Context: an optimization exercise on an open-source flow, tuned for small area and a short achievable clock period. The choices shown serve that exercise and are no tape-out recipe.
Where RTL was checked, it was by simulation tests only, not by an equivalence proof against the original.
Only the layout flow was run in run 4; the RTL was not checked for function there.
Power and IR drop assume default switching activity.

**design/flow/flow/run.sh**
```bash
#!/bin/bash
# Layout: the standard flow (standard synthesis, floorplan, power grid,
# placement, CTS, routing) unchanged, except that the port buffers which
# global placement inserts on every input and output use buf_2 cells.
set -euo pipefail
export BUFFER_PORTS_ARGS="-buffer_cell sky130_fd_sc_hd__buf_2"
bash standard.sh > standard_flow.log 2>&1
```
**design/flow/standard.sh**
```bash
#!/bin/bash
# synth_recipe.tcl (not shown) runs the flow's synth.tcl, then flattens the netlist and writes it again
# the make line also repeats each setting of config.mk as NAME=value (left out here)
make -C /OpenROAD-flow-scripts/flow DESIGN_CONFIG=/design/flow/config.mk WORK_HOME=/design/flow/orfs CLKGATE_MAP_FILE= SYNTH_SCRIPT=/design/flow/synth_recipe.tcl "${@:-finish}"
```
**design/flow/config.mk**
```make
export PLATFORM = sky130hd
export DESIGN_NAME = rv_ex_top
export DESIGN_NICKNAME = rv_ex_top
export VERILOG_FILES = /design/flow/design.v
export SDC_FILE = /design/flow/constraint.sdc
export NUM_CORES = 4
export LEC_CHECK = 0
export CAP_MARGIN = 20
export CORE_MARGIN = 2
export CORE_UTILIZATION = 50
export PLACE_DENSITY = 0.7
export SETUP_SLACK_MARGIN = 5
export SLEW_MARGIN = 20
```
**design/flow/constraint.sdc**
```tcl
create_clock -name core_clock -period 12.0 [get_ports {clk}]
set_input_delay 2.4000 -clock core_clock [delete_from_list [all_inputs] [get_ports {clk}]]
set_output_delay 2.4000 -clock core_clock [all_outputs]
set_load 0.01 [all_outputs]
```
**design/flow/design.v**
```verilog
`timescale 1ns/1ps
package rv_ex_pkg;
    typedef enum logic [3:0] {
        add    = 4'd0,
        sub    = 4'd1,
        sll    = 4'd2,
        slt    = 4'd3,
        sltu   = 4'd4,
        xor_op = 4'd5,
        srl    = 4'd6,
        sra    = 4'd7,
        or_op  = 4'd8,
        and_op = 4'd9
    } alu_op_e;
    typedef enum logic [1:0] {
        src1_rs1  = 2'd0,
        src1_pc   = 2'd1,
        src1_zero = 2'd2
    } src1_sel_e;
    typedef enum logic [2:0] {
        src2_rs2   = 3'd0,
        src2_imm_i = 3'd1,
        src2_imm_u = 3'd2,
        src2_shamt = 3'd3,
        src2_four  = 3'd4,
        src2_imm_s = 3'd5
    } src2_sel_e;
    typedef enum logic [3:0] {
        bru_none = 4'd0,
        jal      = 4'd1,
        jalr     = 4'd2,
        beq      = 4'd3,
        bne      = 4'd4,
        blt      = 4'd5,
        bge      = 4'd6,
        bltu     = 4'd7,
        bgeu     = 4'd8
    } bru_op_e;
    typedef enum logic [2:0] {
        lsu_none = 3'd0,
        lsu_b    = 3'd1,
        lsu_h    = 3'd2,
        lsu_w    = 3'd3,
        lsu_d    = 3'd4
    } lsu_size_e;
    localparam int C_SUM  = 0;     
    localparam int C_LT   = 1;     
    localparam int C_XOR  = 2;
    localparam int C_OR   = 3;
    localparam int C_AND  = 4;
    localparam int C_SHL  = 5;     
    localparam int C_SHR  = 6;     
    localparam int C_JAL  = 7;
    localparam int C_JALR = 8;
    localparam int C_BR   = 9;     
    localparam int C_SZB  = 10;
    localparam int C_SZH  = 11;
    localparam int C_SZW  = 12;
    localparam int C_SZD  = 13;
    localparam int CC_W   = 14;
    localparam int H_SUB   = 0;    
    localparam int H_UNS   = 1;    
    localparam int H_ARITH = 2;    
    localparam int H_WORD  = 3;
    localparam int H_S1RS1 = 4;
    localparam int H_S1PC  = 5;
    localparam int H_S2RS2 = 6;
    localparam int H_S2I   = 7;
    localparam int H_S2U   = 8;
    localparam int H_S2SH  = 9;
    localparam int H_S2F   = 10;
    localparam int H_S2S   = 11;
    localparam int H_SH0   = 12;   
    localparam int CH_W    = 18;
endpackage
`timescale 1ns/1ps
module ex_decode (
    input  logic [32-1:0]         inst_i,
    input  logic [3:0]                  alu_op_i,
    input  logic                        word_op_i,
    input  logic [1:0]                  src1_sel_i,
    input  logic [2:0]                  src2_sel_i,
    input  logic [3:0]                  bru_op_i,
    input  logic [2:0]                  lsu_size_i,
    input  logic [64-1:0]         rs2_data_i,
    output logic [rv_ex_pkg::CC_W-1:0]  ctrl_c_o,
    output logic [rv_ex_pkg::CH_W-1:0]  ctrl_h_o
);
    logic [5:0] shamt;
    always_comb begin
        case (src2_sel_i)
            3'd1, 3'd3: shamt = inst_i[25:20];
            3'd2:       shamt = 6'd0;
            3'd4:       shamt = 6'd4;
            3'd5:       shamt = {inst_i[25], inst_i[11:7]};
            default:    shamt = rs2_data_i[5:0];
        endcase
        if (word_op_i) shamt[5] = 1'b0;
    end
    always_comb begin
        ctrl_c_o = '0;
        ctrl_c_o[rv_ex_pkg::C_SUM]  = (alu_op_i == 4'd0) || (alu_op_i == 4'd1);
        ctrl_c_o[rv_ex_pkg::C_LT]   = (alu_op_i == 4'd3) || (alu_op_i == 4'd4);
        ctrl_c_o[rv_ex_pkg::C_XOR]  = (alu_op_i == 4'd5);
        ctrl_c_o[rv_ex_pkg::C_OR]   = (alu_op_i == 4'd8);
        ctrl_c_o[rv_ex_pkg::C_AND]  = (alu_op_i == 4'd9);
        ctrl_c_o[rv_ex_pkg::C_SHL]  = (alu_op_i == 4'd2);
        ctrl_c_o[rv_ex_pkg::C_SHR]  = (alu_op_i == 4'd6) || (alu_op_i == 4'd7);
        ctrl_c_o[rv_ex_pkg::C_JAL]  = (bru_op_i == 4'd1);
        ctrl_c_o[rv_ex_pkg::C_JALR] = (bru_op_i == 4'd2);
        ctrl_c_o[rv_ex_pkg::C_BR]   = (bru_op_i >= 4'd3) && (bru_op_i <= 4'd8);
        ctrl_c_o[rv_ex_pkg::C_SZB]  = (lsu_size_i == 3'd1);
        ctrl_c_o[rv_ex_pkg::C_SZH]  = (lsu_size_i == 3'd2);
        ctrl_c_o[rv_ex_pkg::C_SZW]  = (lsu_size_i == 3'd3);
        ctrl_c_o[rv_ex_pkg::C_SZD]  = (lsu_size_i == 3'd4);
    end
    always_comb begin
        ctrl_h_o = '0;
        ctrl_h_o[rv_ex_pkg::H_SUB]   = (alu_op_i == 4'd1) || (alu_op_i == 4'd3) || (alu_op_i == 4'd4);
        ctrl_h_o[rv_ex_pkg::H_UNS]   = (alu_op_i == 4'd4);
        ctrl_h_o[rv_ex_pkg::H_ARITH] = (alu_op_i == 4'd7);
        ctrl_h_o[rv_ex_pkg::H_WORD]  = word_op_i;
        ctrl_h_o[rv_ex_pkg::H_S1RS1] = (src1_sel_i == 2'd0);
        ctrl_h_o[rv_ex_pkg::H_S1PC]  = (src1_sel_i == 2'd1);
        ctrl_h_o[rv_ex_pkg::H_S2RS2] = (src2_sel_i == 3'd0);
        ctrl_h_o[rv_ex_pkg::H_S2I]   = (src2_sel_i == 3'd1);
        ctrl_h_o[rv_ex_pkg::H_S2U]   = (src2_sel_i == 3'd2);
        ctrl_h_o[rv_ex_pkg::H_S2SH]  = (src2_sel_i == 3'd3);
        ctrl_h_o[rv_ex_pkg::H_S2F]   = (src2_sel_i == 3'd4);
        ctrl_h_o[rv_ex_pkg::H_S2S]   = (src2_sel_i == 3'd5);
        ctrl_h_o[rv_ex_pkg::H_SH0 +: 6] = shamt;
    end
endmodule
module ex_stage_reg (
    input  logic                    clk,
    input  logic                    rst,
    input  logic                    stall_i,
    input  logic                    flush_i,
    input  logic [64-1:0]     pc_i,
    input  logic [64-1:0]     result_i,
    input  logic                    word_op_i,
    input  logic                    br_taken_i,
    input  logic [64-1:0]     br_target_i,
    input  logic [64-1:0]     real_npc_i,
    input  logic [64-1:0]     rs2_data_i,
    input  logic [3:0]              size_i,       
    input  logic                    dmem_en_i,
    input  logic                    dmem_we_i,
    input  logic                    rf_we_i,
    input  logic [5-1:0]   rf_waddr_i,
    input  logic                    wb_from_mem_i,
    output logic [64-1:0]     pc_o,
    output logic [64-1:0]     result_o,
    output logic                    word_op_o,
    output logic                    br_taken_o,
    output logic [64-1:0]     br_target_o,
    output logic [64-1:0]     real_npc_o,
    output logic [64-1:0]     rs2_data_o,
    output logic [3:0]              size_o,
    output logic                    dmem_en_o,
    output logic                    dmem_we_o,
    output logic                    rf_we_o,
    output logic [5-1:0]   rf_waddr_o,
    output logic                    wb_from_mem_o
);
    logic clr;
    assign clr = rst | flush_i;
    always_ff @(posedge clk) begin
        if (clr) begin
            pc_o          <= '0;
            result_o      <= '0;
            br_taken_o    <= 1'b0;
            br_target_o   <= '0;
            real_npc_o    <= '0;
            size_o        <= '0;
            dmem_en_o     <= 1'b0;
            dmem_we_o     <= 1'b0;
            rf_we_o       <= 1'b0;
            rf_waddr_o    <= '0;
            wb_from_mem_o <= 1'b0;
        end else if (!stall_i) begin
            pc_o          <= pc_i;
            result_o      <= result_i;
            br_taken_o    <= br_taken_i;
            br_target_o   <= br_target_i;
            real_npc_o    <= real_npc_i;
            size_o        <= size_i;
            dmem_en_o     <= dmem_en_i;
            dmem_we_o     <= dmem_we_i;
            rf_we_o       <= rf_we_i & (rf_waddr_i != '0);    
            rf_waddr_o    <= rf_waddr_i;
            wb_from_mem_o <= wb_from_mem_i;
        end
    end
    always_ff @(posedge clk) begin
        if (!stall_i) begin
            word_op_o  <= word_op_i;
            rs2_data_o <= rs2_data_i;
        end
    end
endmodule
`timescale 1ns/1ps
module ex_operand_gen (
    input  logic [32-1:7]         inst_i,
    input  logic [64-1:0]         pc_i,
    input  logic [64-1:0]         rs1_data_i,
    input  logic [64-1:0]         rs2_data_i,
    input  logic [rv_ex_pkg::CH_W-1:0]  ctrl_h_i,
    output logic [64-1:0]         alu_src1_o,
    output logic [64-1:0]         alu_src2_o
);
    logic [64-1:0] imm_i, imm_s, imm_u, shamt_ext, four;
    assign imm_i     = {{(64-12){inst_i[31]}}, inst_i[31:20]};
    assign imm_s     = {{(64-12){inst_i[31]}}, inst_i[31:25], inst_i[11:7]};
    assign imm_u     = {{(64-32){inst_i[31]}}, inst_i[31:12], 12'b0};
    assign shamt_ext = {{(64-6){1'b0}}, inst_i[20 +: 6]};
    assign four      = 64'(4);
    assign alu_src1_o = ({64{ctrl_h_i[rv_ex_pkg::H_S1RS1]}} & rs1_data_i)
                      | ({64{ctrl_h_i[rv_ex_pkg::H_S1PC]}}  & pc_i);      
    assign alu_src2_o = ({64{ctrl_h_i[rv_ex_pkg::H_S2RS2]}} & rs2_data_i)
                      | ({64{ctrl_h_i[rv_ex_pkg::H_S2I]}}   & imm_i)
                      | ({64{ctrl_h_i[rv_ex_pkg::H_S2U]}}   & imm_u)
                      | ({64{ctrl_h_i[rv_ex_pkg::H_S2SH]}}  & shamt_ext)
                      | ({64{ctrl_h_i[rv_ex_pkg::H_S2F]}}   & four)
                      | ({64{ctrl_h_i[rv_ex_pkg::H_S2S]}}   & imm_s);
endmodule
`timescale 1ns/1ps
module ex_carry_tree #(
    parameter int W = 64
) (
    input  logic [W-1:0] g_i,
    input  logic [W-1:0] p_i,
    input  logic         cin_i,
    output logic [W:0]   c_o
);
    localparam int L = (W > 32) ? 6 : (W > 16) ? 5 : (W > 8) ? 4 : (W > 4) ? 3 : (W > 2) ? 2 : 1;
    logic [W-1:0] gk, pk, gn, pn;
    always_comb begin
        gk    = g_i;
        gk[0] = g_i[0] | (p_i[0] & cin_i);
        pk    = p_i;
        for (int k = 0; k < L; k++) begin
            gn = gk;
            pn = pk;
            for (int i = 0; i < W; i++) begin
                if (((i >> k) % 2) == 1) begin
                    gn[i] = gk[i] | (pk[i] & gk[((i >> k) << k) - 1]);
                    pn[i] = pk[i] & pk[((i >> k) << k) - 1];
                end
            end
            gk = gn;
            pk = pn;
        end
    end
    assign c_o = {gk, cin_i};
endmodule
module ex_alu (
    input  logic [rv_ex_pkg::CC_W-1:0]  ctrl_c_i,
    input  logic [rv_ex_pkg::CH_W-1:0]  ctrl_h_i,
    input  logic [64-1:0]         src1_i,
    input  logic [64-1:0]         src2_i,
    output logic [64-1:0]         result_o
);
    localparam int W = 64;
    logic          sub, word, uns, arith;
    logic [5:0]    shamt;
    logic [W-1:0]  a, bb, p, g, sum;
    logic [W:0]    c;
    logic          lt;
    logic [W-1:0]  a_rev, x, y, y_rev, r;
    logic          fill;
    assign sub   = ctrl_h_i[rv_ex_pkg::H_SUB];
    assign word  = ctrl_h_i[rv_ex_pkg::H_WORD];
    assign uns   = ctrl_h_i[rv_ex_pkg::H_UNS];
    assign arith = ctrl_h_i[rv_ex_pkg::H_ARITH];
    assign shamt = ctrl_h_i[rv_ex_pkg::H_SH0 +: 6];
    assign a     = src1_i;
    assign bb  = src2_i ^ {W{sub}};
    assign p   = a ^ bb;
    assign g   = a & bb;
    ex_carry_tree #(.W(W)) u_carry (.g_i(g), .p_i(p), .cin_i(sub), .c_o(c));
    assign sum = p ^ c[W-1:0];
    always_comb begin
        if (word) lt = uns ? !c[32] : (p[31] ^ c[32]);
        else      lt = uns ? !c[W]  : (p[W-1] ^ c[W]);
    end
    always_comb begin
        for (int i = 0; i < W; i++) a_rev[i] = a[W-1-i];
    end
    always_comb begin
        if (ctrl_c_i[rv_ex_pkg::C_SHL]) x = a_rev;
        else if (word)                  x = {{(W/2){arith & a[W/2-1]}}, a[W/2-1:0]};
        else                            x = a;
    end
    assign fill = arith & x[W-1];
    assign y    = W'($signed({fill, x}) >>> shamt);
    always_comb begin
        for (int i = 0; i < W; i++) y_rev[i] = y[W-1-i];
    end
    assign r = ({W{ctrl_c_i[rv_ex_pkg::C_SUM]}} & sum)
             | ({W{ctrl_c_i[rv_ex_pkg::C_XOR] | ctrl_c_i[rv_ex_pkg::C_OR]}}  & p)
             | ({W{ctrl_c_i[rv_ex_pkg::C_AND] | ctrl_c_i[rv_ex_pkg::C_OR]}}  & g)
             | ({W{ctrl_c_i[rv_ex_pkg::C_SHL]}} & y_rev)
             | ({W{ctrl_c_i[rv_ex_pkg::C_SHR]}} & y)
             | {{(W-1){1'b0}}, ctrl_c_i[rv_ex_pkg::C_LT] & lt};
    assign result_o = r;
endmodule
`timescale 1ns/1ps
module ex_branch_cond (
    input  logic [3:0]              bru_op_i,
    input  logic [64-1:0]     rs1_data_i,
    input  logic [64-1:0]     rs2_data_i,
    output logic                    br_taken_o
);
    localparam int W = 64;
    logic [W-2:0] e, l;
    logic [W-1:0] c;
    logic         eq, lt_s, lt_u, hi_eq;
    assign e = ~(rs1_data_i[W-2:0] ^ rs2_data_i[W-2:0]);
    assign l = ~rs1_data_i[W-2:0] & rs2_data_i[W-2:0];
    ex_carry_tree #(.W(W-1)) u_cmp (.g_i(l), .p_i(e), .cin_i(1'b0), .c_o(c));
    assign hi_eq = !(rs1_data_i[W-1] ^ rs2_data_i[W-1]);
    assign eq    = hi_eq & (&e);
    assign lt_u  = (!rs1_data_i[W-1] & rs2_data_i[W-1]) | (hi_eq & c[W-1]);
    assign lt_s  = (rs1_data_i[W-1] & !rs2_data_i[W-1]) | (hi_eq & c[W-1]);
    always_comb begin
        case (bru_op_i)
            4'd1, 4'd2: br_taken_o = 1'b1;      
            4'd3:       br_taken_o = eq;
            4'd4:       br_taken_o = !eq;
            4'd5:       br_taken_o = lt_s;
            4'd6:       br_taken_o = !lt_s;
            4'd7:       br_taken_o = lt_u;
            4'd8:       br_taken_o = !lt_u;
            default:    br_taken_o = 1'b0;
        endcase
    end
endmodule
module ex_branch_unit (
    input  logic [rv_ex_pkg::CC_W-1:0]  ctrl_c_i,
    input  logic [32-1:7]         inst_i,
    input  logic [64-1:0]         pc_i,
    input  logic [64-1:0]         next_pc_i,
    input  logic [64-1:0]         rs1_data_i,
    input  logic                        br_taken_i,
    output logic [64-1:0]         br_target_o,
    output logic [64-1:0]         real_npc_o
);
    localparam int W  = 64;
    localparam int LO = 21;
    logic          jal, jalr, br, s;
    logic [W-1:0]  base, t;
    logic [LO-1:0] ofs, g, p;
    logic [LO:0]   c;
    logic [W-LO:0] m_inc, m_dec;
    logic [W-1:LO] t_hi;
    assign jal  = ctrl_c_i[rv_ex_pkg::C_JAL];
    assign jalr = ctrl_c_i[rv_ex_pkg::C_JALR];
    assign br   = ctrl_c_i[rv_ex_pkg::C_BR];
    assign s    = inst_i[31];                   
    assign base = jalr ? rs1_data_i : pc_i;
    always_comb begin
        if (jal)       ofs = {inst_i[31], inst_i[19:12], inst_i[20], inst_i[30:21], 1'b0};
        else if (jalr) ofs = {{(LO-12){inst_i[31]}}, inst_i[31:20]};
        else           ofs = {{(LO-13){inst_i[31]}}, inst_i[31], inst_i[7], inst_i[30:25], inst_i[11:8], 1'b0};
    end
    assign g = base[LO-1:0] & ofs;
    assign p = base[LO-1:0] ^ ofs;
    ex_carry_tree #(.W(LO)) u_lo (.g_i(g), .p_i(p), .cin_i(1'b0), .c_o(c));
    assign t[LO-1:0] = p ^ c[LO-1:0];
    ex_carry_tree #(.W(W-LO)) u_inc (
        .g_i('0), .p_i(base[W-1:LO]), .cin_i(1'b1), .c_o(m_inc)
    );
    ex_carry_tree #(.W(W-LO)) u_dec (
        .g_i('0), .p_i(~base[W-1:LO]), .cin_i(1'b1), .c_o(m_dec)
    );
    always_comb begin
        case ({c[LO], s})
            2'b10:   t_hi = base[W-1:LO] ^ m_inc[W-LO-1:0];
            2'b01:   t_hi = base[W-1:LO] ^ m_dec[W-LO-1:0];
            default: t_hi = base[W-1:LO];
        endcase
    end
    assign t[W-1:LO] = t_hi;
    assign br_target_o = {W{jal | jalr | br}} & {t[W-1:1], t[0] & !jalr};
    assign real_npc_o  = br_taken_i ? {t[W-1:1], t[0] & !jalr} : next_pc_i;
endmodule
`timescale 1ns/1ps
module ex_store_format (
    input  logic [3:0]                  size_i,      
    input  logic [2:0]                  ofs_i,
    input  logic [64-1:0]         rs2_data_i,
    output logic [64-1:0]         wdata_o,
    output logic [8-1:0]       sel_o
);
    logic sb, sh, sw, sd;
    assign {sd, sw, sh, sb} = size_i;
    assign wdata_o = ({64{sb}} & {8{rs2_data_i[7:0]}})
                   | ({64{sh}} & {4{rs2_data_i[15:0]}})
                   | ({64{sw}} & {2{rs2_data_i[31:0]}})
                   | ({64{sd}} & rs2_data_i);
    always_comb begin
        for (int i = 0; i < 8; i++) begin
            sel_o[i] = sd
                     | (sw & (ofs_i[2] == i[2]))
                     | (sh & (ofs_i[2:1] == i[2:1]))
                     | (sb & (ofs_i == i[2:0]));
        end
    end
endmodule
`timescale 1ns/1ps
module rv_ex_top (
    input  logic                    clk,
    input  logic                    rst,
    input  logic                    stall_i,
    input  logic                    flush_i,
    input  logic [64-1:0]     pc_i,
    input  logic [64-1:0]     next_pc_i,
    input  logic [32-1:0]     inst_i,
    input  logic [3:0]              alu_op_i,
    input  logic                    word_op_i,
    input  logic [1:0]              src1_sel_i,
    input  logic [2:0]              src2_sel_i,
    input  logic [3:0]              bru_op_i,
    input  logic [2:0]              lsu_size_i,
    input  logic                    dmem_en_i,
    input  logic                    dmem_we_i,
    input  logic                    rf_we_i,
    input  logic [5-1:0]   rf_waddr_i,
    input  logic                    wb_from_mem_i,
    input  logic [64-1:0]     rs1_data_i,
    input  logic [64-1:0]     rs2_data_i,
    output logic [64-1:0]     ex_pc_o,
    output logic [64-1:0]     ex_result_o,
    output logic [64-1:0]     real_npc_o,
    output logic                    br_taken_o,
    output logic [64-1:0]     br_target_o,
    output logic                    dmem_en_o,
    output logic                    dmem_we_o,
    output logic [64-1:0]     dmem_addr_o,
    output logic [64-1:0]     dmem_wdata_o,
    output logic [8-1:0]   dmem_sel_o,
    output logic                    rf_we_o,
    output logic [5-1:0]   rf_waddr_o,
    output logic                    wb_from_mem_o
);
    localparam int W = 64;
    logic [rv_ex_pkg::CC_W-1:0]  ctrl_c;
    logic [rv_ex_pkg::CH_W-1:0]  ctrl_h;
    logic [W-1:0]                alu_src1, alu_src2, alu_result;
    logic                        br_taken;
    logic [W-1:0]                br_target, real_npc;
    logic [W-1:0]                ex_result, ex_rs2_data;
    logic                        ex_word_op;
    logic [3:0]                  ex_size;
    logic [W-1:0]                result;
    ex_decode u_decode (
        .inst_i(inst_i), .alu_op_i(alu_op_i), .word_op_i(word_op_i),
        .src1_sel_i(src1_sel_i), .src2_sel_i(src2_sel_i),
        .bru_op_i(bru_op_i), .lsu_size_i(lsu_size_i), .rs2_data_i(rs2_data_i),
        .ctrl_c_o(ctrl_c), .ctrl_h_o(ctrl_h)
    );
    ex_operand_gen u_operand_gen (
        .inst_i(inst_i[32-1:7]), .pc_i(pc_i),
        .rs1_data_i(rs1_data_i), .rs2_data_i(rs2_data_i),
        .ctrl_h_i(ctrl_h),
        .alu_src1_o(alu_src1), .alu_src2_o(alu_src2)
    );
    ex_alu u_alu (
        .ctrl_c_i(ctrl_c), .ctrl_h_i(ctrl_h),
        .src1_i(alu_src1), .src2_i(alu_src2), .result_o(alu_result)
    );
    ex_branch_cond u_branch_cond (
        .bru_op_i(bru_op_i), .rs1_data_i(rs1_data_i), .rs2_data_i(rs2_data_i),
        .br_taken_o(br_taken)
    );
    ex_branch_unit u_branch_unit (
        .ctrl_c_i(ctrl_c), .inst_i(inst_i[32-1:7]),
        .pc_i(pc_i), .next_pc_i(next_pc_i), .rs1_data_i(rs1_data_i),
        .br_taken_i(br_taken), .br_target_o(br_target), .real_npc_o(real_npc)
    );
    ex_stage_reg u_stage_reg (
        .clk(clk), .rst(rst), .stall_i(stall_i), .flush_i(flush_i),
        .pc_i(pc_i), .result_i(alu_result), .word_op_i(word_op_i),
        .br_taken_i(br_taken), .br_target_i(br_target), .real_npc_i(real_npc),
        .rs2_data_i(rs2_data_i),
        .size_i({ctrl_c[rv_ex_pkg::C_SZD], ctrl_c[rv_ex_pkg::C_SZW],
                 ctrl_c[rv_ex_pkg::C_SZH], ctrl_c[rv_ex_pkg::C_SZB]}),
        .dmem_en_i(dmem_en_i), .dmem_we_i(dmem_we_i),
        .rf_we_i(rf_we_i), .rf_waddr_i(rf_waddr_i), .wb_from_mem_i(wb_from_mem_i),
        .pc_o(ex_pc_o), .result_o(ex_result), .word_op_o(ex_word_op),
        .br_taken_o(br_taken_o), .br_target_o(br_target_o), .real_npc_o(real_npc_o),
        .rs2_data_o(ex_rs2_data), .size_o(ex_size),
        .dmem_en_o(dmem_en_o), .dmem_we_o(dmem_we_o),
        .rf_we_o(rf_we_o), .rf_waddr_o(rf_waddr_o), .wb_from_mem_o(wb_from_mem_o)
    );
    assign result = ex_word_op ? {{(W/2){ex_result[W/2-1]}}, ex_result[W/2-1:0]} : ex_result;
    ex_store_format u_store_format (
        .size_i(ex_size), .ofs_i(result[2:0]), .rs2_data_i(ex_rs2_data),
        .wdata_o(dmem_wdata_o), .sel_o(dmem_sel_o)
    );
    assign ex_result_o = result;
    assign dmem_addr_o = result;
endmodule
```
==> results of run 1 <==
==> per-layer routing <==
layer / global-route usage [%] / vias up / part of all wire [%]
met2: 75.2 / 3968 / 39
met3: 22.2 / 997 / 17
li1: - / 16500 / -
met1: 67.4 / 18900 / 35
met4: 38.8 / 20 / 9.1
met5: 0 / - / 0.063
==> final cells by class <==
cell class | count | share of cell area, %
multi-input cells | 3254 | 60.1
well taps | 846 | 2.80
flip-flops and latches | 335 | 19.4
clock inverters | 17 | 0.436
clock buffers | 49 | 2.81
diodes | 43 | 0.284
inverters | 157 | 1.60
repair buffers | 844 | 12.6
==> repair_timing <==
item                       CTS  global route
pin swaps                    6            37
setup buffers               20            38
setup endpoints to repair  106            88
hold endpoints to repair     0             0
gates cloned                 3             4
resized for setup           35            84
hold buffers                 0             0
==> cell families (layout without fill, tap and decap cells) <==
| group | after synthesis | count (layout) | synth area share (%) |
|---|---|---|---|
| simple gates | 1188 | 1190 | 17.5 |
| mux | 333 | 333 | 10.7 |
| xor+xnor | 153 | 153 | 4.18 |
| other cells | 0 | 43 | 0 |
| buf+inv | 591 | 1067 | 8.70 |
| compound gates | 1416 | 1417 | 29.4 |
| fa+ha+maj | 161 | 161 | 6.54 |
| flops | 335 | 335 | 22.9 |
==> registers in the layout (all words and copies together), names as in the netlist, 4 cells and up <==
register                 flops
u_stage_reg.br_target_o     64
u_stage_reg.pc_o            64
u_stage_reg.real_npc_o      64
u_stage_reg.result_o        64
u_stage_reg.rf_waddr_o       5
u_stage_reg.rs2_data_o      64
u_stage_reg.size_o           4
==> worst reg2reg max path, stage by stage (launching register included) <==
cell      delay, ns
dfxtp_1        0.59
inv_1          0.23
a221oi_1       0.33
a21boi_0       0.27
==> synth_stat cells (39+ instances only) <==
cell and instances:
nor3_1 124, nand2_1 258, a221oi_1 88, a21o_1 46, a211oi_1 70, ha_1 150
o21ai_0 335, nor2_1 435, clkbuf_1 214, a21oi_1 322, o211ai_1 41, xnor2_1 114
buf_2 56, nand3_1 108, inv_1 156, buf_4 118, mux2i_1 309, o22ai_1 59
dfxtp_1 270, xor2_1 39, nand4_1 54, a22oi_1 87, edfxtp_1 65, a31oi_1 52
==> how the worst min path moves through the flow <==
stage / from / end / slack, ns
4_1_cts: u_stage_reg.rf_we_o$_SDFFE_PP0N_ / u_stage_reg.rf_we_o$_SDFFE_PP0N_ / 0.46
3_5_place_dp: u_stage_reg.rf_we_o$_SDFFE_PP0N_ / u_stage_reg.rf_we_o$_SDFFE_PP0N_ / 0.45
2_1_floorplan: u_stage_reg.result_o[32]$_SDFFE_PP0N_ / u_stage_reg.result_o[32]$_SDFFE_PP0N_ / 0.44
3_3_place_gp: u_stage_reg.rf_we_o$_SDFFE_PP0N_ / u_stage_reg.rf_we_o$_SDFFE_PP0N_ / 0.45
6_report: u_stage_reg.rf_we_o$_SDFFE_PP0N_ / u_stage_reg.rf_we_o$_SDFFE_PP0N_ / 0.46
5_1_grt: u_stage_reg.result_o[40]$_SDFFE_PP0N_ / u_stage_reg.result_o[40]$_SDFFE_PP0N_ / 0.50
==> power groups by stage <==
stage / Combinational [mW] / Clock [mW] / Sequential (mW)
floorplan: 1.01 / 0 / 1.26
global placement: 1.67 / 0 / 1.26
detailed placement: 1.67 / 0 / 1.26
CTS: 1.70 / 1.19 / 1.24
global route: 1.89 / 1.22 / 1.25
finish: 1.87 / 1.20 / 1.24
==> results.yml, run 1 <==
placed_design:
  dp.cells: 5371
  numPortBuffers: 712
  dp_hpwl_microns: 146000
  gp_congestion: 1.12
  post_dp_cell_area_sq_mm: 0.0354
  pre_cts_ws_ns: 3.44
clock_network:
  htree_num_levels: 2
  clock_latency_ns: 0.59
  path_clk_slew_ns: 0.07
  cts_tree: "yes"
  cts_buffer_depth: 3
  numCtsBuffers: 37
  clock_sinks: 335
  cts_root_buffer: "clkbuf_16"
outcome:
  status: "no timing/DRC/antenna violations"
die:
  core_area_sq_mm: 0.0633
  rows: 92
  io-pin-count: 720
  initial_core_util_pct: 50.7
  fp.dieH_microns: 257
  dieWidth_microns: 257
  die_area_sq_mm: 0.0662
pwr:
  p_switching_mw: 1.87
  irDropWorstVdd_uv: 117
  intPower_mw: 2.44
  p_comb_share_pct: 43.3
  p_leak_nw: 16.7
  swShare_pct: 43.3
  powerDensity_mw_per_mm2: 114
  seq_power_share_pct: 28.8
  p_clk_share_pct: 27.9
  total_power_mw: 4.31
sta:
  layout_setup_ws_ns: 4.83
  setup_viol: 0
  worstMarginPinSlew_ns: 1.24
  grt_setup_unrepaired: "yes"
  fin_crit_ns: 7.17
  period_share_pct: 59.8
  max_freq_ghz: 0.139
  slew_headroom_pct: 17.4
  hold_violations: 0
  maxSlewViolCount: 0
  finalSetupTns_ns: 0
  whs_ns: 0.464
  skew_ns: 0
synth:
  synth.distinct_cells: 102
  netlist.top_cell.by_area: "dfxtp_1"
  synth_top_area_share_pct: 16.8
  synth_nets: 4656
  syn_area_sq_mm: 0.0321
  ys_ff_latch: 335
  ys.flop_type: "dfxtp_1"
  synth_edf_count: 65
  syn_inst: 4177
  syn_area_per_cell_sq_um: 7.68
  synthArstFlopShare_pct: 0
  ys_top_cells_by_area: "dfxtp_1 17%, mux2i_1 9.6%, edfxtp_1 6.1%, ha_1 5.8%, o21ai_0 5.2%"
  yosysWarnings: 10
  seq_area_frac_synth_pct: 22.9
min_path:
  hold_class: "reg2reg"
  whs_path_depth: 2
cells_and_area:
  final_common_cell: "buf_2"
  final_cells: 5545
  layout_common_cells: "704 x buf_2, 424 x nor2_1, 323 x o21ai_0, 308 x a21oi_1, 304 x mux2i_1"
  layout.nets: 5108
  nFillCells: 5661
  final_area_sq_mm: 0.0379
  seq_area_sq_mm: 0.00736
  multi_input_area_sq_mm: 0.0227
  drive_gt1_share_pct: 23.7
  area.growth.synth_to_final_pct: 18.0
  post-route-util_pct: 59.8
worst_setup_path:
  rrSetupSlack_ns: 10.49
  critical_path.endpoint_type: "flip-flop"
  cpLargestDelayFamily: "compound AO/OA/AOI/OAI gates"
  startpoint: "src1_sel_i[1]"
  required_ns: 12.44
  r2r_end: "u_stage_reg.result_o[1]$_SDFFE_PP0N_"
  critPathMaxStageDelay_ns: 0.91
  cp_cell_sequence: "buf_4 -> buf_4 -> or2_2 -> o21ai_0 -> o22ai_1 -> o221ai_1 -> o21ai_1 -> mux2i_1 -> o21ai_0 -> buf_4 -> o21bai_1 -> a221oi_1 -> a21oi_1"
  slowest_stage: "a221oi_1"
  critPathMaxFanout: 50
  ff2ff_path_depth: 3
  cp_num_buf_inv: 3
  worst-path-stages: 13
  timing.rr.start: "u_stage_reg.result_o[1]$_SDFFE_PP0N_"
  path_class: "in2reg"
  startpoint_type: "primary input"
  cp.arrival_ns: 7.61
  endpoint: "u_stage_reg.result_o[17]$_SDFFE_PP0N_"
  critPathMostFrequentCell: "buf_4"
global_route:
  grt.overflow.total: 0
  grt_first_pass_wirelength_microns: 261000
  antenna_found_initial: 46
  track_usage_pct: 54.2
  grt_pass1_vias: 35200
  grt_max_degree: 160
routing:
  drt_wl_total_microns: 192000
  drc_errors: 0
  drt_iter0_markers: 8105
  dr.pass1.iters: 10
  vias_per_cell: 7.28
  vias: 40400
  drt-wirelength-per-cell_microns: 34.7
  antenna_left: 0
run:
  maxCapViolations: 0
==> inputs of run 2 (changes only) <==
--- a/design/flow/config.mk
+++ b/design/flow/config.mk
@@ -7,7 +7,7 @@
 export LEC_CHECK = 0
 export CAP_MARGIN = 20
 export CORE_MARGIN = 2
-export CORE_UTILIZATION = 50
-export PLACE_DENSITY = 0.7
+export CORE_UTILIZATION = 40
+export PLACE_DENSITY = 0.6
 export SETUP_SLACK_MARGIN = 5
 export SLEW_MARGIN = 20
==> results.yml, run 2 <==
worst_setup_path:
  required_ns: 12.48
  cp.arrival_ns: 7.49
  critPathMaxFanout: 14
  cpLargestDelayFamily: "compound AO/OA/AOI/OAI gates"
  critPathMostFrequentCell: "buf_4"
  ff2ff_path_depth: 2
  path_class: "in2reg"
  cp_cell_sequence: "buf_2 -> buf_4 -> mux2i_2 -> nor2_4 -> buf_4 -> clkbuf_16 -> xnor2_2 -> ha_1 -> nand2_1 -> o21ai_1 -> a221o_1 -> a221oi_4 -> buf_4 -> o22ai_4 -> or3_1 -> a221o_1 -> a211oi_1 -> a21oi_2 -> a221oi_1"
  critPathMaxStageDelay_ns: 0.65
  cp_num_buf_inv: 5
  r2r_end: "u_stage_reg.size_o[2]$_SDFFE_PP0N_"
  rrSetupSlack_ns: 10.75
  startpoint_type: "primary input"
  critical_path.endpoint_type: "flip-flop"
  timing.rr.start: "u_stage_reg.size_o[2]$_SDFFE_PP0N_"
  slowest_stage: "a221oi_4"
die:
  die_area_sq_mm: 0.0825
  initial_core_util_pct: 40.5
  core_area_sq_mm: 0.0793
  rows: 103
  fp.dieH_microns: 287
  dieWidth_microns: 287
  io-pin-count: 720
placed_design:
  dp_hpwl_microns: 150000
  numPortBuffers: 712
  gp_congestion: 1.10
  post_dp_cell_area_sq_mm: 0.0357
  dp.cells: 5590
global_route:
  grt_max_degree: 185
  grt_pass1_vias: 34200
  grt.overflow.total: 0
  track_usage_pct: 44.7
  antenna_found_initial: 38
  grt_first_pass_wirelength_microns: 264000
clock_network:
  cts_buffer_depth: 3
  ctsHoldBuffers: 0
  clock_sinks: 335
  cts_root_buffer: "clkbuf_16"
  cts_tree: "yes"
  clock_latency_ns: 0.60
  path_clk_slew_ns: 0.06
  htree_num_levels: 2
  numCtsBuffers: 40
min_path:
  hold_class: "reg2reg"
  whs_path_depth: 2
  whs_endpoint: "u_stage_reg.result_o[55]$_SDFFE_PP0N_"
  hp-start: "u_stage_reg.result_o[55]$_SDFFE_PP0N_"
routing:
  dr.pass1.iters: 9
  vias: 38200
  drt-wirelength-per-cell_microns: 33.9
  vias_per_cell: 6.65
  drt_iter0_markers: 5257
  antenna_left: 0
  drc_errors: 0
  drt_wl_total_microns: 195000
cells_and_area:
  multi_input_area_sq_mm: 0.0229
  final_cells: 5736
  seq_area_sq_mm: 0.00736
  area.growth.synth_to_final_pct: 19.3
  drive_gt1_share_pct: 23.8
  layout_common_cells: "702 x buf_2, 422 x nor2_1, 320 x o21ai_0, 308 x a21oi_1, 306 x mux2i_1"
  layout.nets: 5105
  nFillCells: 8159
  final_common_cell: "buf_2"
  final_area_sq_mm: 0.0383
sta:
  worstMarginPinSlew_ns: 1.32
  maxSlewViolCount: 0
  fin_crit_ns: 7.01
  max_freq_ghz: 0.143
  slew_headroom_pct: 9.29
  finalSetupTns_ns: 0
  grt_setup_unrepaired: "yes"
  setup_viol: 0
  skew_ns: 0
  period_share_pct: 58.4
  hold_violations: 0
synth:
  ys_top_cells_by_area: "dfxtp_1 17%, mux2i_1 9.6%, edfxtp_1 6.1%, ha_1 5.8%, o21ai_0 5.2%"
  synth_nets: 4656
  synth_top_area_share_pct: 16.8
  syn_inst: 4177
  synth.distinct_cells: 102
  syn_area_per_cell_sq_um: 7.68
  ys_ff_latch: 335
  netlist_top_cells_count: "435 x nor2_1, 335 x o21ai_0, 322 x a21oi_1"
  synthArstFlopShare_pct: 0
  yosysWarnings: 10
  netlist.top_cell.by_area: "dfxtp_1"
  seq_area_frac_synth_pct: 22.9
  synth_edf_count: 65
  synth.most_common_cell: "nor2_1"
  ys.flop_type: "dfxtp_1"
  syn_area_sq_mm: 0.0321
pwr:
  p_leak_nw: 16.8
  irDropWorstVdd_uv: 95.2
  powerDensity_mw_per_mm2: 115
run:
  maxCapViolations: 0
outcome:
  status: "no timing/DRC/antenna violations"
run 2: cell families after synthesis:
| kind of cell | count (synthesis) | share of synthesized area (%) |
|---|---|---|
| flip-flops | 335 | 22.9 |
| XOR/XNOR | 153 | 4.18 |
| AND/OR/NAND/NOR | 1188 | 17.5 |
| buffers and inverters | 591 | 8.70 |
| multiplexers | 333 | 10.7 |
| adder cells (fa/ha/maj) | 161 | 6.54 |
| AO/OA/AOI/OAI | 1416 | 29.4 |
run 2: what timing repair did:
action	4_1_cts	5_1_grt
gates resized for setup	42	89
setup endpoints to repair	109	103
setup buffers	10	25
gates cloned	1	8
pin swaps	7	28
run 2: report_power, final:
group          internal, mW  leakage, nW  switching (mW)  total, mW
sequential             1.20         2.84          0.0376       1.24
combinational         0.576         13.3            1.31       1.89
clock                 0.718        0.653           0.556       1.27
run 2: worst max-delay path by stage:
stage                     cells past startpoint  slack (ns)         from                                      end
final                                        19        4.99  alu_op_i[2]    u_stage_reg.result_o[39]$_SDFFE_PP0N_
after global routing                         20        4.93  alu_op_i[2]    u_stage_reg.result_o[33]$_SDFFE_PP0N_
after CTS                                    26        4.98  bru_op_i[0]  u_stage_reg.real_npc_o[60]$_SDFFE_PP0N_
after detailed placement                     24        3.48  bru_op_i[0]  u_stage_reg.real_npc_o[62]$_SDFFE_PP0N_
after global placement                       24        3.53  bru_op_i[0]  u_stage_reg.real_npc_o[62]$_SDFFE_PP0N_
after floorplan                              31        4.33  bru_op_i[2]  u_stage_reg.real_npc_o[62]$_SDFFE_PP0N_
run 2: final cells by class:
| cell class | count | area share, % |
|---|---|---|
| clock inverter | 13 | 0.484 |
| sequential | 335 | 19.2 |
| tap | 1050 | 3.43 |
| clock buffer | 59 | 3.01 |
| antenna | 30 | 0.196 |
| timing repair buffer | 835 | 12.3 |
| inverter | 157 | 1.58 |
| multi-input combinational | 3257 | 59.8 |
run 2: metal layers:
layer / track usage, % / vias to the layer above / part of all wire (%)
li1: - / 16500 / -
met1: 54.7 / 18200 / 37
met2: 66.7 / 2760 / 42
met3: 12.9 / 677 / 12
met4: 32.6 / 22 / 9.2
met5: 0 / - / 0.071
run 2: worst register-to-register path, stage by stage (launching register included):
cell and delay [ns]:
dfxtp_1 0.93, a21oi_1 0.16, nor2_1 0.11
run 2: through the flow:
step,hold slack (ns),total power [mW],util [%],setup slack (ns)
floorplan,0.439,2.28,-,4.33
global placement,0.449,2.99,45.1,3.53
detailed placement,0.453,2.99,45.1,3.48
CTS,0.461,4.27,47.2,4.98
global route,0.497,4.50,48.2,4.93
finish,0.461,4.41,48.3,4.99
==> inputs of run 3 (changes only) <==
==> design/flow/run.sh (new file) <==
#!/bin/bash
# synth_recipe.tcl (not shown) runs the flow's synth.tcl, then flattens the netlist and writes it again
# the make line also repeats each setting of config.mk as NAME=value (left out here)
make -C /OpenROAD-flow-scripts/flow DESIGN_CONFIG=/design/flow/config.mk WORK_HOME=/design/flow/orfs CLKGATE_MAP_FILE= SYNTH_SCRIPT=/design/flow/synth_recipe.tcl finish
removed: design/flow/flow/run.sh
removed: design/flow/standard.sh
==> results.yml, run 3 <==
outcome:
  status: "no timing/DRC/antenna violations"
global_route:
  antenna_found_initial: 20
  grt_first_pass_wirelength_microns: 272000
  grt_max_degree: 126
  grt_pass1_vias: 34700
  grt.overflow.total: 0
  track_usage_pct: 46.0
cells_and_area:
  area.growth.synth_to_final_pct: 31.1
  nFillCells: 7783
  final_area_sq_mm: 0.0421
  layout_common_cells: "700 x clkdlybuf4s50_1, 421 x nor2_1, 323 x o21ai_0, 304 x mux2i_1, 303 x a21oi_1"
  final_common_cell: "clkdlybuf4s50_1"
  layout.nets: 5110
  drive_gt1_share_pct: 9.46
sta:
  period_share_pct: 59.9
  skew_ns: 0
  setup_viol: 0
  fin_crit_ns: 7.19
  grt_setup_unrepaired: "yes"
  max_freq_ghz: 0.139
  worstMarginPinSlew_ns: 1.27
  slew_headroom_pct: 13.2
  maxSlewViolCount: 0
  hold_violations: 0
  finalSetupTns_ns: 0
clock_network:
  htree_num_levels: 2
  cts_root_buffer: "clkbuf_16"
  clock_sinks: 335
  cts_buffer_depth: 3
  path_clk_slew_ns: 0.06
  cts_tree: "yes"
  clock_latency_ns: 0.61
  numCtsBuffers: 40
  ctsHoldBuffers: 0
routing:
  drc_errors: 0
  vias: 38000
  drt-wirelength-per-cell_microns: 34.7
  dr.pass1.iters: 9
  drt_iter0_markers: 5610
  drt_wl_total_microns: 199000
  vias_per_cell: 6.64
  antenna_left: 0
worst_setup_path:
  ff2ff_path_depth: 3
  startpoint_type: "primary input"
  slowest_stage: "a31oi_1"
  r2r_end: "u_stage_reg.result_o[1]$_SDFFE_PP0N_"
  required_ns: 12.43
  cp_num_buf_inv: 3
  critPathMaxFanout: 45
  rrSetupSlack_ns: 10.82
  critPathMaxStageDelay_ns: 1.00
  timing.rr.start: "u_stage_reg.result_o[1]$_SDFFE_PP0N_"
  cpLargestDelayFamily: "compound AO/OA/AOI/OAI gates"
  critical_path.endpoint_type: "flip-flop"
  path_class: "in2reg"
  cp_cell_sequence: "clkdlybuf4s50_1 -> nor2_1 -> o311a_1 -> nand2_2 -> buf_4 -> buf_4 -> o21ai_0 -> a221oi_1 -> a2111oi_0 -> a31oi_1 -> o221a_1 -> a221oi_1"
  cp.arrival_ns: 7.62
placed_design:
  dp_hpwl_microns: 155000
  post_dp_cell_area_sq_mm: 0.0393
  gp_congestion: 1.09
  numPortBuffers: 712
synth:
  yosysWarnings: 10
  synth_nets: 4656
  seq_area_frac_synth_pct: 22.9
  netlist_top_cells_count: "435 x nor2_1, 335 x o21ai_0, 322 x a21oi_1"
  synth_edf_count: 65
  netlist.top_cell.by_area: "dfxtp_1"
  ys.flop_type: "dfxtp_1"
  synth.most_common_cell: "nor2_1"
  syn_area_sq_mm: 0.0321
  synthArstFlopShare_pct: 0
  ys_ff_latch: 335
  synth.distinct_cells: 102
  synth_top_area_share_pct: 16.8
  ys_top_cells_by_area: "dfxtp_1 17%, mux2i_1 9.6%, edfxtp_1 6.1%, ha_1 5.8%, o21ai_0 5.2%"
  syn_inst: 4177
  syn_area_per_cell_sq_um: 7.68
pwr:
  p_clk_share_pct: 28.2
  powerDensity_mw_per_mm2: 107
  irDropWorstVdd_uv: 89.4
  intPower_mw: 2.60
  seq_power_share_pct: 27.5
  p_comb_share_pct: 44.3
  swShare_pct: 42.5
  p_switching_mw: 1.92
  p_leak_nw: 16.1
die:
  die_area_sq_mm: 0.0825
  io-pin-count: 720
  rows: 103
  initial_core_util_pct: 40.5
  fp.dieH_microns: 287
  dieWidth_microns: 287
  core_area_sq_mm: 0.0793
min_path:
  whs_endpoint: "u_stage_reg.result_o[51]$_SDFFE_PP0N_"
  hp-start: "u_stage_reg.result_o[51]$_SDFFE_PP0N_"
  whs_path_depth: 2
  hold_class: "reg2reg"
run:
  maxCapViolations: 0
==> run 3: cell counts after synthesis <==
No cell type changed its count.
==> run 3: area by class of cell <==
class                           instances  area, sq um  share of cell area (%)
Multi-Input combinational cell       3254        23100                    55.0
Timing Repair Buffer                  843         8300                    19.7
Sequential cell                       335         7360                    17.5
Tap cell                             1050         1310                    3.12
Clock buffer                           57         1130                    2.70
Inverter                              157          606                    1.44
Clock inverter                         14          189                   0.449
Antenna cell                            8         20.0                  0.0476
==> run 3: power groups by stage <==
stage / Combinational, mW / Sequential (mW) / Clock [mW]
floorplan: 1.01 / 1.26 / 0
global placement: 1.83 / 1.26 / 0
detailed placement: 1.82 / 1.27 / 0
CTS: 1.87 / 1.24 / 1.27
global route: 2.05 / 1.25 / 1.32
finish: 2.00 / 1.24 / 1.27
==> run 3: stage by stage <==
stage	utilization [%]	power, mW	cells	hold slack (ns)	setup slack, ns
3_5_place_dp	49.6	3.09	5594	0.460	2.85
2_1_floorplan	-	2.28	4177	0.439	4.33
5_1_grt	53.0	4.62	5710	0.498	4.92
3_3_place_gp	49.6	3.09	5594	0.452	2.89
6_report	53.1	4.52	5718	0.469	4.81
4_1_cts	52.3	4.39	5689	0.471	5.00
==> run 3: cells by family (layout without fill, tap and decap cells) <==
| kind of cell | count (synthesis) | count (layout) | synth area share, % |
|---|---|---|---|
| fa+ha+maj | 161 | 161 | 6.54 |
| flops | 335 | 335 | 22.9 |
| compound gates | 1416 | 1416 | 29.4 |
| other cells | 0 | 8 | 0 |
| simple gates | 1188 | 1191 | 17.5 |
| mux | 333 | 333 | 10.7 |
| xor+xnor | 153 | 153 | 4.18 |
| buf+inv | 591 | 1071 | 8.70 |
==> run 3: per-layer routing <==
metal | vias up | global-route usage (%) | routed length, microns
li1 | 16500 | - | -
met1 | 18100 | 54.9 | 72900
met2 | 2749 | 69.8 | 85000
met3 | 682 | 12.7 | 21500
met4 | 24 | 35.6 | 19000
met5 | - | 0 | 158
==> run 3: worst max path at each step <==
stage               slack, ns                                       to     startpoint  cells after the start
finish                   4.81    u_stage_reg.result_o[36]$_SDFFE_PP0N_  rs2_data_i[2]                     12
global route             4.92  u_stage_reg.real_npc_o[26]$_SDFFE_PP0N_    bru_op_i[0]                     28
CTS                      5.00    u_stage_reg.result_o[33]$_SDFFE_PP0N_  src2_sel_i[0]                     20
detailed placement       2.85  u_stage_reg.real_npc_o[62]$_SDFFE_PP0N_    bru_op_i[0]                     24
global placement         2.89  u_stage_reg.real_npc_o[62]$_SDFFE_PP0N_    bru_op_i[0]                     24
floorplan                4.33  u_stage_reg.real_npc_o[62]$_SDFFE_PP0N_    bru_op_i[2]                     31
==> run 3: timing repair <==
action / 4_1_cts / 5_1_grt
setup buffers: 20 / 18
pin swaps: 17 / 26
gates resized for setup: 125 / 71
cloned: 4 / 2
setup endpoints to repair: 144 / 101
==> run 3: worst register-to-register path, stage by stage, from the launching register on <==
cell and delay (ns):
dfxtp_1 0.49, inv_1 0.13, a221oi_1 0.30, a21boi_0 0.19
==> inputs of run 4 (changes only) <==
--- a/design/flow/design.v
+++ b/design/flow/design.v
@@ -233,7 +233,7 @@
     input  logic         cin_i,
     output logic [W:0]   c_o
 );
-    localparam int L = (W > 32) ? 6 : (W > 16) ? 5 : (W > 8) ? 4 : (W > 4) ? 3 : (W > 2) ? 2 : 1;
+    localparam int L = (W > 1) ? $clog2(W) : 1;
     logic [W-1:0] gk, pk, gn, pn;
     always_comb begin
         gk    = g_i;
@@ -352,8 +352,8 @@
     logic [W-1:0]  base, t;
     logic [LO-1:0] ofs, g, p;
     logic [LO:0]   c;
-    logic [W-LO:0] m_inc, m_dec;
-    logic [W-1:LO] t_hi;
+    logic          inc, dec;
+    logic [W-LO:0] m;
     assign jal  = ctrl_c_i[rv_ex_pkg::C_JAL];
     assign jalr = ctrl_c_i[rv_ex_pkg::C_JALR];
     assign br   = ctrl_c_i[rv_ex_pkg::C_BR];
@@ -368,20 +368,12 @@
     assign p = base[LO-1:0] ^ ofs;
     ex_carry_tree #(.W(LO)) u_lo (.g_i(g), .p_i(p), .cin_i(1'b0), .c_o(c));
     assign t[LO-1:0] = p ^ c[LO-1:0];
-    ex_carry_tree #(.W(W-LO)) u_inc (
-        .g_i('0), .p_i(base[W-1:LO]), .cin_i(1'b1), .c_o(m_inc)
+    assign inc = c[LO] & !s;
+    assign dec = !c[LO] & s;
+    ex_carry_tree #(.W(W-LO)) u_hi (
+        .g_i('0), .p_i(base[W-1:LO] ^ {(W-LO){dec}}), .cin_i(inc | dec), .c_o(m)
     );
-    ex_carry_tree #(.W(W-LO)) u_dec (
-        .g_i('0), .p_i(~base[W-1:LO]), .cin_i(1'b1), .c_o(m_dec)
-    );
-    always_comb begin
-        case ({c[LO], s})
-            2'b10:   t_hi = base[W-1:LO] ^ m_inc[W-LO-1:0];
-            2'b01:   t_hi = base[W-1:LO] ^ m_dec[W-LO-1:0];
-            default: t_hi = base[W-1:LO];
-        endcase
-    end
-    assign t[W-1:LO] = t_hi;
+    assign t[W-1:LO] = base[W-1:LO] ^ m[W-LO-1:0];
     assign br_target_o = {W{jal | jalr | br}} & {t[W-1:1], t[0] & !jalr};
     assign real_npc_o  = br_taken_i ? {t[W-1:1], t[0] & !jalr} : next_pc_i;
 endmodule
==> results.yml, run 4 <==
global_route:
  grt_max_degree: 152
  grt_pass1_vias: 34300
  grt_first_pass_wirelength_microns: 260000
  track_usage_pct: 43.7
  antenna_found_initial: 38
  grt.overflow.total: 0
die:
  initial_core_util_pct: 40.4
  dieWidth_microns: 286
  core_area_sq_mm: 0.0789
  fp.dieH_microns: 286
  die_area_sq_mm: 0.0819
  io-pin-count: 720
  rows: 103
synth:
  yosysWarnings: 10
  ys_top_cells_by_area: "dfxtp_1 17%, mux2i_1 9.1%, edfxtp_1 6.1%, ha_1 5.9%, o21ai_0 5.4%"
  syn_area_sq_mm: 0.0318
  synth.distinct_cells: 106
  netlist_top_cells_count: "425 x nor2_1, 343 x o21ai_0, 321 x a21oi_1"
  ys.flop_type: "dfxtp_1"
  synth.most_common_cell: "nor2_1"
  synth_nets: 4607
  synth_edf_count: 65
  netlist.top_cell.by_area: "dfxtp_1"
  synthArstFlopShare_pct: 0
  ys_ff_latch: 335
  syn_area_per_cell_sq_um: 7.72
  seq_area_frac_synth_pct: 23.1
  syn_inst: 4127
  synth_top_area_share_pct: 17.0
routing:
  vias: 38100
  drc_errors: 0
  antenna_left: 0
  dr.pass1.iters: 7
  highest_layer: "met5"
  wl_met2_microns: 82100
  drt_iter0_markers: 5699
  met3_length_microns: 24500
  vias_per_cell: 6.66
  drt_wl_total_microns: 189000
  drt-wirelength-per-cell_microns: 33.1
  drt-met1-wl_microns: 72400
cells_and_area:
  nFillCells: 7668
  drive_gt1_share_pct: 10.7
  post-route-util_pct: 53.8
  layout.nets: 5097
  layout_common_cells: "694 x clkdlybuf4s50_1, 407 x nor2_1, 331 x o21ai_0, 311 x a21oi_1, 282 x mux2i_1"
  area.growth.synth_to_final_pct: 33.2
  final_common_cell: "clkdlybuf4s50_1"
placed_design:
  dp_hpwl_microns: 147000
  numPortBuffers: 712
  gp_congestion: 1.05
sta:
  fin_crit_ns: 7.34
  hold_violations: 0
  finalSetupTns_ns: 0
  slew_headroom_pct: 14.7
  worstMarginPinSlew_ns: 1.28
  grt_setup_unrepaired: "yes"
  setup_viol: 0
  period_share_pct: 61.2
  max_freq_ghz: 0.136
  maxSlewViolCount: 0
  skew_ns: 0
worst_setup_path:
  path_class: "in2reg"
  cp_num_buf_inv: 7
  cp.arrival_ns: 7.78
  cpLargestDelayFamily: "compound AO/OA/AOI/OAI gates"
  critPathMaxStageDelay_ns: 0.61
  timing.rr.start: "u_stage_reg.result_o[2]$_SDFFE_PP0N_"
  critPathMaxFanout: 8
  slowest_stage: "or4b_4"
  critical_path.endpoint_type: "flip-flop"
  critPathMostFrequentCell: "a21o_1"
  startpoint_type: "primary input"
  r2r_end: "u_stage_reg.result_o[2]$_SDFFE_PP0N_"
  rrSetupSlack_ns: 10.67
  required_ns: 12.44
  ff2ff_path_depth: 3
clock_network:
  clock_latency_ns: 0.60
  cts_root_buffer: "clkbuf_16"
  cts_tree: "yes"
  numCtsBuffers: 41
  ctsHoldBuffers: 0
  htree_num_levels: 2
  path_clk_slew_ns: 0.06
  cts_buffer_depth: 3
  clock_sinks: 335
pwr:
  swShare_pct: 40.7
  p_clk_share_pct: 29.9
  irDropWorstVdd_uv: 116
  powerDensity_mw_per_mm2: 106
  p_comb_share_pct: 42.6
  seq_power_share_pct: 27.5
  p_switching_mw: 1.83
  p_leak_nw: 16.5
  intPower_mw: 2.67
run:
  maxCapViolations: 0
min_path:
  whs_endpoint: "u_stage_reg.result_o[52]$_SDFFE_PP0N_"
  hp-start: "u_stage_reg.result_o[52]$_SDFFE_PP0N_"
  whs_path_depth: 2
  hold_class: "reg2reg"
outcome:
  status: "no timing/DRC/antenna violations"
## run 4: final cells by class
type | instances | area, sq um | share of cell area, %
clock buffers | 60 | 1240 | 2.93
repair buffers | 871 | 8620 | 20.3
inverters | 159 | 607 | 1.43
diodes | 27 | 67.6 | 0.159
clock inverters | 12 | 179 | 0.422
multi-input cells | 3209 | 23000 | 54.3
flip-flops and latches | 335 | 7360 | 17.4
well taps | 1050 | 1310 | 3.10
## run 4: tightest hold or removal path, delay by kind of cell (launching register included)
kind	cells	cell delay [ns]
AOI/OAI and AO/OA	1	0.06
buffers and inverters	1	0.06
DFF	1	0.29
## run 4: per-stage QoR
step	hold slack, ns	instances	setup WS, ns	power (mW)	instance area, sq um
floorplan	0.439	4127	3.75	2.26	32100
detailed placement	0.456	5536	1.68	3.00	39000
finish	0.464	5723	4.66	4.50	42400
global placement	0.448	5536	1.82	3.00	39000
CTS	0.466	5653	4.79	4.38	41300
global route	0.495	5710	4.50	4.62	42400
## run 4: power by group through the flow
stage | registers [mW] | logic (mW) | clock network (mW)
finish | 1.24 | 1.92 | 1.35
global route | 1.24 | 1.98 | 1.39
CTS | 1.24 | 1.78 | 1.36
detailed placement | 1.26 | 1.73 | 0
global placement | 1.26 | 1.74 | 0
floorplan | 1.26 | 0.996 | 0
## run 4: how the worst max path moves through the flow
stage                     slack [ns]  cells after the start                                       end   startpoint
after CTS                       4.79                     28   u_stage_reg.real_npc_o[63]$_SDFFE_PP0N_  bru_op_i[2]
after detailed placement        1.68                     27  u_stage_reg.br_target_o[63]$_SDFFE_PP0N_  bru_op_i[2]
final                           4.66                     29  u_stage_reg.br_target_o[55]$_SDFFE_PP0N_  bru_op_i[2]
after global placement          1.82                     27   u_stage_reg.real_npc_o[63]$_SDFFE_PP0N_  bru_op_i[2]
after floorplan                 3.75                     33   u_stage_reg.real_npc_o[54]$_SDFFE_PP0N_  bru_op_i[2]
after global routing            4.50                     30   u_stage_reg.real_npc_o[46]$_SDFFE_PP0N_  bru_op_i[0]
## run 4: what timing repair did
action	4_1_cts	5_1_grt
setup buffers	40	40
gates resized for setup	149	127
gates cloned	5	3
endpoints found under the setup margin	137	114
pin swaps	67	73
## run 4: layer usage
metal  GRT usage [%]  vias up
met3            13.8      510
met5               0        -
li1                -    16400
met4            18.5       18
met1            56.5    18500
met2            66.8     2725
## run 4: cells by family after synthesis
family                   share of synthesized area, %
flip-flops                                       23.1
adder cells (fa/ha/maj)                          6.63
AND/OR/NAND/NOR                                  16.5
AO/OA/AOI/OAI                                    30.3
multiplexers                                     10.2
buffers and inverters                            8.76
XOR/XNOR                                         4.54
==> inputs of run 5 (changes only) <==
--- a/design/flow/design.v
+++ b/design/flow/design.v
@@ -233,7 +233,7 @@
     input  logic         cin_i,
     output logic [W:0]   c_o
 );
-    localparam int L = (W > 1) ? $clog2(W) : 1;
+    localparam int L = (W > 32) ? 6 : (W > 16) ? 5 : (W > 8) ? 4 : (W > 4) ? 3 : (W > 2) ? 2 : 1;
     logic [W-1:0] gk, pk, gn, pn;
     always_comb begin
         gk    = g_i;
@@ -352,8 +352,8 @@
     logic [W-1:0]  base, t;
     logic [LO-1:0] ofs, g, p;
     logic [LO:0]   c;
-    logic          inc, dec;
-    logic [W-LO:0] m;
+    logic [W-LO:0] m_inc, m_dec;
+    logic [W-1:LO] t_hi;
     assign jal  = ctrl_c_i[rv_ex_pkg::C_JAL];
     assign jalr = ctrl_c_i[rv_ex_pkg::C_JALR];
     assign br   = ctrl_c_i[rv_ex_pkg::C_BR];
@@ -368,12 +368,20 @@
     assign p = base[LO-1:0] ^ ofs;
     ex_carry_tree #(.W(LO)) u_lo (.g_i(g), .p_i(p), .cin_i(1'b0), .c_o(c));
     assign t[LO-1:0] = p ^ c[LO-1:0];
-    assign inc = c[LO] & !s;
-    assign dec = !c[LO] & s;
-    ex_carry_tree #(.W(W-LO)) u_hi (
-        .g_i('0), .p_i(base[W-1:LO] ^ {(W-LO){dec}}), .cin_i(inc | dec), .c_o(m)
+    ex_carry_tree #(.W(W-LO)) u_inc (
+        .g_i('0), .p_i(base[W-1:LO]), .cin_i(1'b1), .c_o(m_inc)
     );
-    assign t[W-1:LO] = base[W-1:LO] ^ m[W-LO-1:0];
+    ex_carry_tree #(.W(W-LO)) u_dec (
+        .g_i('0), .p_i(~base[W-1:LO]), .cin_i(1'b1), .c_o(m_dec)
+    );
+    always_comb begin
+        case ({c[LO], s})
+            2'b10:   t_hi = base[W-1:LO] ^ m_inc[W-LO-1:0];
+            2'b01:   t_hi = base[W-1:LO] ^ m_dec[W-LO-1:0];
+            default: t_hi = base[W-1:LO];
+        endcase
+    end
+    assign t[W-1:LO] = t_hi;
     assign br_target_o = {W{jal | jalr | br}} & {t[W-1:1], t[0] & !jalr};
     assign real_npc_o  = br_taken_i ? {t[W-1:1], t[0] & !jalr} : next_pc_i;
 endmodule
==> design/flow/flow/run.sh (new file) <==
#!/bin/bash
# Layout: the standard flow (standard synthesis, floorplan, power grid,
# placement, CTS, routing) unchanged, except for the cells of the port
# buffers that global placement inserts: buf_2 on every input, buf_1 on
# every output (see ports.tcl).
set -euo pipefail
export PRE_GLOBAL_PLACE_TCL="$(pwd)/flow/ports.tcl"
bash standard.sh > standard_flow.log 2>&1
==> design/flow/flow/ports.tcl (new file) <==
# Sourced before global placement: every input port gets a buf_2, every
# output port a buf_1, in place of the single buffer_ports call.
if { [info commands orig_buffer_ports] == "" } {
  rename buffer_ports orig_buffer_ports
  proc buffer_ports { args } {
    orig_buffer_ports -inputs -buffer_cell sky130_fd_sc_hd__buf_2
    orig_buffer_ports -outputs -buffer_cell sky130_fd_sc_hd__buf_1
  }
}
==> design/flow/standard.sh (new file) <==
#!/bin/bash
# synth_recipe.tcl (not shown) runs the flow's synth.tcl, then flattens the netlist and writes it again
# the make line also repeats each setting of config.mk as NAME=value (left out here)
make -C /OpenROAD-flow-scripts/flow DESIGN_CONFIG=/design/flow/config.mk WORK_HOME=/design/flow/orfs CLKGATE_MAP_FILE= SYNTH_SCRIPT=/design/flow/synth_recipe.tcl "${@:-finish}"
removed: design/flow/run.sh
==> results.yml, run 5 <==
sta:
  maxSlewViolCount: 0
  layout_setup_ws_ns: 4.99
  worstMarginPinSlew_ns: 1.28
  max_freq_ghz: 0.143
  period_share_pct: 58.4
  fin_crit_ns: 7.01
  grt_setup_unrepaired: "yes"
  slew_headroom_pct: 12.1
  hold_violations: 0
  skew_ns: 0
  finalSetupTns_ns: 0
  whs_ns: 0.461
  setup_viol: 0
cells_and_area:
  final_common_cell: "nor2_1"
  layout.nets: 5093
  area.growth.synth_to_final_pct: 16.6
  drive_gt1_share_pct: 14.8
  layout_common_cells: "420 x nor2_1, 402 x buf_1, 325 x o21ai_0, 309 x a21oi_1, 306 x mux2i_1"
worst_setup_path:
  rrSetupSlack_ns: 10.68
  path_class: "in2reg"
  startpoint_type: "primary input"
  cp.arrival_ns: 7.50
  critPathMaxFanout: 72
  required_ns: 12.49
  critical_path.endpoint_type: "flip-flop"
placed_design:
  numPortBuffers: 712
  gp_congestion: 1.09
  dp_hpwl_microns: 150000
  pre_cts_ws_ns: 3.33
global_route:
  grt.overflow.total: 0
  grt_max_degree: 184
  grtUsageMet2_pct: 66.2
  use_met1_pct: 54.7
  antenna_found_initial: 33
  grt_pass1_vias: 34200
  grt.busiest_layer: "met2"
  grt_use_met3_pct: 10.7
  grt_first_pass_wirelength_microns: 263000
  track_usage_pct: 44.5
synth:
  synth_nets: 4656
  syn_area_per_cell_sq_um: 7.68
  synthArstFlopShare_pct: 0
  seq_area_frac_synth_pct: 22.9
  syn_area_sq_mm: 0.0321
  ys_ff_latch: 335
  synth_top_area_share_pct: 16.8
  synth_edf_count: 65
  netlist_top_cells_count: "435 x nor2_1, 335 x o21ai_0, 322 x a21oi_1"
  synth.distinct_cells: 102
  netlist.top_cell.by_area: "dfxtp_1"
  ys_top_cells_by_area: "dfxtp_1 17%, mux2i_1 9.6%, edfxtp_1 6.1%, ha_1 5.8%, o21ai_0 5.2%"
  ys.flop_type: "dfxtp_1"
  yosysWarnings: 10
  synth.most_common_cell: "nor2_1"
  syn_inst: 4177
clock_network:
  path_clk_slew_ns: 0.06
  cts_tree: "yes"
  ctsHoldBuffers: 0
  htree_num_levels: 2
  clock_sinks: 335
  numCtsBuffers: 40
  cts_root_buffer: "clkbuf_16"
  cts_buffer_depth: 3
  clock_latency_ns: 0.59
routing:
  drt_wl_total_microns: 193000
  vias_per_cell: 6.64
  vias: 38000
  drt-wirelength-per-cell_microns: 33.6
  antenna_left: 0
  drt_iter0_markers: 5793
  dr.pass1.iters: 10
  drc_errors: 0
die:
  initial_core_util_pct: 40.5
  dieWidth_microns: 287
  io-pin-count: 720
  rows: 103
  die_area_sq_mm: 0.0825
  core_area_sq_mm: 0.0793
  fp.dieH_microns: 287
min_path:
  hold_class: "reg2reg"
pwr:
  powerDensity_mw_per_mm2: 116
  irDropWorstVdd_uv: 121
  p_leak_nw: 14.9
run:
  maxCapViolations: 0
outcome:
  status: "no timing/DRC/antenna violations"
-- run 5: final timing paths --
kind         cells after the start                                   from                               endpoint
min                              2  u_stage_reg.result_o[55]$_SDFFE_PP0N_  u_stage_reg.result_o[55]$_SDFFE_PP0N_
max reg2reg                      2     u_stage_reg.size_o[2]$_SDFFE_PP0N_     u_stage_reg.size_o[2]$_SDFFE_PP0N_
max                             12                          src1_sel_i[1]  u_stage_reg.result_o[17]$_SDFFE_PP0N_
min reg2reg                      2  u_stage_reg.result_o[55]$_SDFFE_PP0N_  u_stage_reg.result_o[55]$_SDFFE_PP0N_
-- run 5: layer usage --
layer	vias to the layer above	share of wire (%)
met1	18100	37
met3	644	11
li1	16500	-
met5	-	0.064
met2	2759	42
met4	20	9.7
-- run 5: what timing repair did --
action | 4_1_cts | 5_1_grt
pin swaps | 6 | 20
cloned | 2 | 3
gates resized for setup | 39 | 64
buffers inserted | 15 | 15
setup endpoints to repair | 111 | 112
-- run 5: cells by family (layout without fill, tap and decap cells) --
logic type                 Yosys count  in the layout  synth area share (%)
adders and majority gates          161            161                  6.54
muxes                              333            333                  10.7
xor gates and xnor gates           153            153                  4.18
DFF                                335            335                  22.9
and+or+nand+nor                   1188           1192                  17.5
buffers and inverters              591           1055                  8.70
other                                0             31                     0
AOI/OAI and AO/OA                 1416           1416                  29.4
-- run 5: power by group --
group | switching, mW | leakage [nW] | total, mW | internal (mW)
logic | 1.29 | 11.5 | 1.85 | 0.551
registers | 0.0384 | 2.84 | 1.24 | 1.20
clock network | 0.562 | 0.645 | 1.27 | 0.706
-- run 5: worst max-delay path: stages --
cell	delay (ns)
buf_6	0.43
buf_4	0.58
or2_2	0.61
o21ai_0	0.17
nor2_1	0.57
o22ai_1	0.39
o22ai_1	0.47
o21ai_0	0.16
o21ai_1	0.41
o21bai_1	0.36
a221oi_1	0.71
a21oi_1	0.14
-- run 5: through the flow --
step / util, % / std cells / total power, mW / area [sq um]
finish: 47.2 / 5726 / 4.36 / 37400
global route: 47.1 / 5705 / 4.46 / 37400
CTS: 46.6 / 5677 / 4.25 / 36900
detailed placement: 44.5 / 5587 / 2.97 / 35200
global placement: 44.5 / 5587 / 2.98 / 35200
floorplan: - / 4177 / 2.28 / 32400
-- run 5: area by class of cell --
class                           instances  area, sq um
Timing Repair Buffer                  825         4080
Clock inverter                         17          198
Multi-Input combinational cell       3255        22700
Fill cell                            8121        41800
Clock buffer                           56         1120
Antenna cell                           31         77.6
Tap cell                             1050         1310
Inverter                              157          606
Sequential cell                       335         7360

-- static timing again, ports no longer ideal --
No port has a modelled driver above. Below, the same layouts with a new extraction and two added sets of constraints.
Step 1 assumes that a clkbuf_16 drives the clock port and a buf_2 every other input.
Step 2 times the ports against the registers' clock, not the clock port: input delays grow and output delays shrink by t, the midpoint of the rising clock arrivals with the driver on.
Slacks: ideal / step 1 / step 2; pairs: ideal / step 1.
run	t, ns	slack for setup (ns)	worst setup path at the end
run 1	0.653	4.829 / 4.842 / 4.189	input to register
run 2	0.681	4.989 / 5.009 / 4.328	input to register
run 3	0.676	4.807 / 4.840 / 4.163	input to register
run 4	0.681	4.660 / 4.671 / 3.990	input to register
run 5	0.682	4.987 / 5.007 / 4.324	input to register
After both steps every run listed still meets setup and hold. For run 4, which loses most, drivers alone change the setup slack by +0.011 ns; drivers and shift together by -0.670 ns.
